This design comes from an exercise in tuning for small area on the open sky130 flow, not from production work. Function was checked by simulation only, so behaviour that the tests miss may differ from the original.

==> inputs of build 93 <==
==> flow/design.v <==
package cpu_pmp_pkg;
    localparam logic [11:0] CSR_PMPCFG0  = 12'h3A0;
    localparam logic [11:0] CSR_PMPADDR0 = 12'h3B0;
    localparam int PMP_MAX_ENTRIES = 16;
    localparam logic [1:0] PMPCFG_A_OFF   = 2'd0;
    localparam logic [1:0] PMPCFG_A_TOR   = 2'd1;
    localparam logic [1:0] PMPCFG_A_NA4   = 2'd2;
    localparam logic [1:0] PMPCFG_A_NAPOT = 2'd3;
    localparam int CFG_L  = 7;
    localparam int CFG_A  = 3;
    localparam int CFG_X  = 2;
    localparam int CFG_W  = 1;
    localparam int CFG_R  = 0;
endpackage
module cpu_pmp_match #(
    parameter int ENTRIES = 16
) (
    input  logic [ENTRIES-1:0][31:0] pmpaddr,   
    input  logic [ENTRIES-1:0]       valid,     
    input  logic [ENTRIES-1:0][31:0] dc,        
    input  logic [ENTRIES-1:0]       tor,       
    input  logic [ENTRIES-1:0]       nx,        
    input  logic [ENTRIES-1:0]       napot,     
    input  logic [ENTRIES-1:0][2:0]  perm,      
    input  logic [ENTRIES-1:0]       lock,
    input  logic [31:0]              addr,
    input  logic                     mmode,
    output logic [2:0]               rwx,
    output logic                     hit
);
    logic [29:0]        w;
    logic [ENTRIES-1:0] lt;
    logic [ENTRIES-1:0] match;
    logic               wz;
    logic               unused_addr_bits;
    assign w                = addr[31:2];
    assign unused_addr_bits = ^addr[1:0];
    assign wz               = ~|w[29:1];
    for (genvar i = 0; i < ENTRIES; i++) begin : g_entry
        logic [30:0] c;
        logic [29:0] ok;
        logic        eq_raw;
        logic        eq;
        assign c[0] = 1'b0;
        for (genvar j = 0; j < 30; j++) begin : g_bit
            assign c[j+1] = pmpaddr[i][j] ? (~w[j] | c[j]) : (~w[j] & c[j]);
            assign ok[j]  = (w[j] ~^ pmpaddr[i][j]) | dc[i][j];
        end
        assign lt[i] = valid[i] & (c[30] | pmpaddr[i][31] | pmpaddr[i][30]);
        assign eq_raw = (&ok) & (~pmpaddr[i][31] | dc[i][31]) & (~pmpaddr[i][30] | dc[i][30]);
        assign eq     = valid[i] ? eq_raw : (wz & (~w[0] | napot[i]));
        if (i == 0) begin : g_first
            assign match[i] = (tor[i] & lt[i]) | (nx[i] & eq);
        end else begin : g_rest
            assign match[i] = (tor[i] & lt[i] & ~lt[i-1]) | (nx[i] & eq);
        end
    end
    always_comb begin
        hit = 1'b0;
        rwx = mmode ? 3'b111 : 3'b000;
        for (int i = ENTRIES - 1; i >= 0; i--) begin
            if (match[i]) begin
                hit = 1'b1;
                rwx = (lock[i] || !mmode) ? perm[i] : 3'b111;
            end
        end
    end
endmodule
module cpu_pmp #(
    parameter int                      ENTRIES      = 16,
    parameter int                      LOOKUP_PORTS = 2
) (
    input  logic                          clk_i,
    input  logic                          rst_i,
    input  logic [11:0]                   read_addr_i,
    input  logic                          read_enable_i,
    output logic [31:0]                   read_data_o,
    input  logic [11:0]                   write_addr_i,
    input  logic [31:0]                   write_data_i,
    input  logic                          write_enable_i,
    input  logic [LOOKUP_PORTS*32-1:0]    lookup_addr_i,
    input  logic [LOOKUP_PORTS-1:0]       lookup_mmode_i,
    output logic [LOOKUP_PORTS*3-1:0]     lookup_rwx_o,
    output logic [LOOKUP_PORTS-1:0]       lookup_hit_o
);
    logic [ENTRIES-1:0][5:0]  cfg_q;
    logic [ENTRIES-1:0][31:0] addr_q;
    logic [ENTRIES-1:0]       addr_v;
    logic [ENTRIES-1:0]       lock;
    logic [ENTRIES-1:0][1:0]  mode;
    logic [ENTRIES-1:0][2:0]  perm;
    logic [ENTRIES-1:0][7:0]  cfg_byte;
    logic [ENTRIES-1:0]       tor;
    logic [ENTRIES-1:0]       nx;
    logic [ENTRIES-1:0]       napot;
    logic [ENTRIES-1:0][31:0] dc;
    logic                     rd_cfg_hit;
    logic                     rd_addr_hit;
    logic                     wr_cfg_hit;
    logic                     wr_addr_hit;
    logic [31:0]              rd_data;
    logic [ENTRIES-1:0]       addr_we;
    logic [ENTRIES-1:0]       cfg_we;
    assign rd_cfg_hit  = read_addr_i[11:2]  == cpu_pmp_pkg::CSR_PMPCFG0[11:2];
    assign rd_addr_hit = read_addr_i[11:4]  == cpu_pmp_pkg::CSR_PMPADDR0[11:4];
    assign wr_cfg_hit  = write_addr_i[11:2] == cpu_pmp_pkg::CSR_PMPCFG0[11:2];
    assign wr_addr_hit = write_addr_i[11:4] == cpu_pmp_pkg::CSR_PMPADDR0[11:4];
    for (genvar i = 0; i < ENTRIES; i++) begin : g_dec
        assign lock[i]  = cfg_q[i][5];
        assign mode[i]  = cfg_q[i][4:3];
        assign perm[i]  = cfg_q[i][2:0];
        assign cfg_byte[i] = {cfg_q[i][5], 2'b00, cfg_q[i][4:0]};
        assign tor[i]   = mode[i] == cpu_pmp_pkg::PMPCFG_A_TOR;
        assign nx[i]    = mode[i][1];
        assign napot[i] = mode[i] == cpu_pmp_pkg::PMPCFG_A_NAPOT;
        assign dc[i][0] = napot[i];
        for (genvar j = 1; j < 32; j++) begin : g_dc
            assign dc[i][j] = dc[i][j-1] & addr_q[i][j-1];
        end
        if (i < ENTRIES - 1) begin : g_tl
            assign addr_we[i] = write_enable_i && wr_addr_hit && write_addr_i[3:0] == 4'(i) &&
                                !lock[i] && !(lock[i+1] && tor[i+1]);
        end else begin : g_tl_last
            assign addr_we[i] = write_enable_i && wr_addr_hit && write_addr_i[3:0] == 4'(i) &&
                                !lock[i];
        end
        assign cfg_we[i] = write_enable_i && wr_cfg_hit && write_addr_i[1:0] == 2'(i / 4) &&
                           !lock[i];
    end
    always_comb begin
        rd_data = '0;
        for (int i = 0; i < ENTRIES; i++) begin
            if (rd_cfg_hit && read_addr_i[1:0] == 2'(i / 4))
                rd_data[8*(i%4) +: 8] = cfg_byte[i];
            if (rd_addr_hit && read_addr_i[3:0] == 4'(i) && addr_v[i])
                rd_data = addr_q[i];
        end
    end
    always_ff @(posedge clk_i or posedge rst_i) begin
        if (rst_i) begin
            cfg_q       <= '0;
            addr_v      <= '0;
            read_data_o <= '0;
        end else begin
            read_data_o <= read_enable_i ? rd_data : '0;
            for (int i = 0; i < ENTRIES; i++) begin
                if (cfg_we[i]) begin
                    cfg_q[i] <= {write_data_i[8*(i%4) + 7], write_data_i[8*(i%4) + 2 +: 3],
                                 write_data_i[8*(i%4) + 1] & write_data_i[8*(i%4)],
                                 write_data_i[8*(i%4)]};
                end
                if (addr_we[i])
                    addr_v[i] <= 1'b1;
            end
        end
    end
    always_ff @(posedge clk_i) begin
        for (int i = 0; i < ENTRIES; i++) begin
            if (addr_we[i])
                addr_q[i] <= write_data_i;
        end
    end
    for (genvar p = 0; p < LOOKUP_PORTS; p++) begin : g_port
        cpu_pmp_match #(
            .ENTRIES (ENTRIES)
        ) u_match (
            .pmpaddr (addr_q),
            .valid   (addr_v),
            .dc      (dc),
            .tor     (tor),
            .nx      (nx),
            .napot   (napot),
            .perm    (perm),
            .lock    (lock),
            .addr    (lookup_addr_i[32*p +: 32]),
            .mmode   (lookup_mmode_i[p]),
            .rwx     (lookup_rwx_o[3*p +: 3]),
            .hit     (lookup_hit_o[p])
        );
    end
endmodule
==> flow/run.sh <==
#!/bin/bash
# synth_recipe.tcl (not shown) runs the flow's synth.tcl, then flattens the netlist and writes it again
# the make line also repeats each setting of config.mk as NAME=value (left out here)
make -C /OpenROAD-flow-scripts/flow DESIGN_CONFIG=/design/flow/config.mk WORK_HOME=/design/flow/orfs CLKGATE_MAP_FILE= SYNTH_SCRIPT=/design/flow/synth_recipe.tcl finish
==> flow/config.mk <==
export PLATFORM = sky130hd
export DESIGN_NAME = cpu_pmp
export DESIGN_NICKNAME = cpu_pmp
export VERILOG_FILES = /design/flow/design.v
export SDC_FILE = /design/flow/constraint.sdc
export NUM_CORES = 4
export LEC_CHECK = 0
export ABC_AREA = 1
export CAP_MARGIN = 20
export CORE_MARGIN = 2
export CORE_UTILIZATION = 40
export SLEW_MARGIN = 20
==> flow/constraint.sdc <==
create_clock -name core_clock -period 11.0 [get_ports {clk_i}]
set_input_delay 2.2000 -clock core_clock [delete_from_list [all_inputs] [get_ports {clk_i}]]
set_output_delay 2.2000 -clock core_clock [all_outputs]
set_load 0.01 [all_outputs]
==> trial 30 (differences from build 93) <==
--- a/flow/design.v
+++ b/flow/design.v
@@ -101,2 +101,4 @@
     logic [31:0]              rd_data;
+    logic [ENTRIES-1:0]       rd_addr_sel;
+    logic [ENTRIES/4-1:0]     rd_cfg_sel;
     logic [ENTRIES-1:0]       addr_we;
@@ -129,2 +131,8 @@
     end
+    for (genvar i = 0; i < ENTRIES; i++) begin : g_rsel
+        assign rd_addr_sel[i] = read_enable_i && rd_addr_hit && read_addr_i[3:0] == 4'(i) && addr_v[i];
+    end
+    for (genvar k = 0; k < ENTRIES / 4; k++) begin : g_csel
+        assign rd_cfg_sel[k] = read_enable_i && rd_cfg_hit && read_addr_i[1:0] == 2'(k);
+    end
     always_comb begin
@@ -132,6 +140,4 @@
         for (int i = 0; i < ENTRIES; i++) begin
-            if (rd_cfg_hit && read_addr_i[1:0] == 2'(i / 4))
-                rd_data[8*(i%4) +: 8] = cfg_byte[i];
-            if (rd_addr_hit && read_addr_i[3:0] == 4'(i) && addr_v[i])
-                rd_data = addr_q[i];
+            rd_data = rd_data | ({32{rd_addr_sel[i]}} & addr_q[i]);
+            rd_data[8*(i%4) +: 8] = rd_data[8*(i%4) +: 8] | ({8{rd_cfg_sel[i/4]}} & cfg_byte[i]);
         end
@@ -144,3 +150,3 @@
         end else begin
-            read_data_o <= read_enable_i ? rd_data : '0;
+            read_data_o <= rd_data;
             for (int i = 0; i < ENTRIES; i++) begin
==> flow/flow/run.sh (new file) <==
#!/bin/bash
# Own layout flow: the standard flow (standard.sh), with these changes:
#  - synthesis: ABC's mapping script is flow/abc_map.script (delay-targeted
#    mapping with area recovery) instead of ORFS's minimum-delay mapping;
#    everything else in synthesis, register mapping included, is the standard flow's.
#  - port buffers are buf_4 cells (ORFS picks clkdlybuf4s50_1).
#  - clock tree synthesis inserts no dummy loads and uses clkbuf_4/clkbuf_8
#    buffers.
# Each tool's output is in own_flow.log and ORFS's logs under orfs/logs.
set -euo pipefail
W=$(pwd)
{
  echo 'proc abc {args} {'
  echo '  set i [lsearch -exact $args -script]'
  echo "  if {\$i >= 0} { set args [lreplace \$args \$i [expr {\$i + 1}] -script $W/flow/abc_map.script] }"
  echo '  yosys abc {*}$args'
  echo '}'
  cat synth_recipe.tcl
} > own_synth.tcl
sed "s#SYNTH_SCRIPT=[^ ]*synth_recipe.tcl#SYNTH_SCRIPT=$W/own_synth.tcl#" standard.sh > own_standard.sh
grep -q "SYNTH_SCRIPT=$W/own_synth.tcl" own_standard.sh
export BUFFER_PORTS_ARGS="-buffer_cell sky130_fd_sc_hd__buf_4"
export CTS_ARGS="-sink_clustering_enable -repair_clock_nets -dont_use_dummy_load -buf_list {sky130_fd_sc_hd__clkbuf_4 sky130_fd_sc_hd__clkbuf_8}"
bash own_standard.sh > own_flow.log 2>&1
==> flow/flow/abc_map.script (new file) <==
strash
dch
map -D 3500 -B 0.9
topo
stime -c
==> flow/standard.sh (new file) <==
#!/bin/bash
# synth_recipe.tcl (not shown) runs the flow's synth.tcl, then flattens the netlist and writes it again
# the make line also repeats each setting of config.mk as NAME=value (left out here)
make -C /OpenROAD-flow-scripts/flow DESIGN_CONFIG=/design/flow/config.mk WORK_HOME=/design/flow/orfs CLKGATE_MAP_FILE= SYNTH_SCRIPT=/design/flow/synth_recipe.tcl "${@:-finish}"
ABC_AREA = default   (was 1)
CORE_UTILIZATION = 35   (was 40)
GPL_TIMING_DRIVEN = 0   (was default)
SETUP_SLACK_MARGIN = 0.5   (was default)
removed: flow/run.sh
==> out/metrics.cfg <==
[synth]
synth-simple-area-share_pct = 36.13
synth_fp_nets = 9236

[run_status]
status = timing/DRC/antenna clean

[global_route]
grtUsageMet1_pct = 62.19

[finish]
syn2layout_area_growth_pct = 18.17

[floorplanning]
num_rows = 147

[place]
gp_congestion = 1.090

[timing]
tightestPinTransition_ps = 1353

[detailed_routing]
vias = 71090
drt-wirelength-per-cell_um = 33.66

the above is filed under trial 30

==> out/metrics.cfg <==
[run_status]
status = timing/DRC/antenna clean

[global_route]
met2_usage_pct = 64.14
grtUsageMet1_pct = 49.86

[timing]
tightestPinTransition_ps = 1170

[synth]
synth_fp_nets = 9679

[finish]
syn2layout_area_growth_pct = 13.39

[place]
gp_congestion = 1.027

[floorplanning]
num_rows = 142

[detailed_routing]
drt-wirelength-per-cell_um = 26.80

the above is filed under build 93

## what the ideal ports hide
In the flow no input, the clock included, has a driving cell. The finished layouts below were timed again as built, in two steps.
Step 1 assumes that a clkbuf_16 drives the clock port and a buf_2 every other input.
Step 2 adds t to the input delays and takes it off the output delays; t is the mean of the earliest and latest rising clock arrival at the registers after step 1. Input paths then give back, and output paths get back, about the clock's delay inside the block.
Slacks: ideal / step 1 / step 2; pairs: ideal / step 1.
| run | t, ns | setup slack, ns | worst setup path after step 2 | slew at the worst register clock pin (ns) | worst slew at a driven data input, ns |
|---|---|---|---|---|---|
| build 93 | 0.795 | 0.459 / 0.375 / 0.455 | input to output | 0.07 / 0.07 | 0.05 |
| trial 30 | 1.021 | 0.450 / 0.423 / 0.423 | input to output | 0.07 / 0.07 | 0.04 |
After both steps setup and hold are still met in every run listed. For trial 30, which loses most, drivers alone change the setup slack by -0.027 ns; drivers and shift together by -0.027 ns.
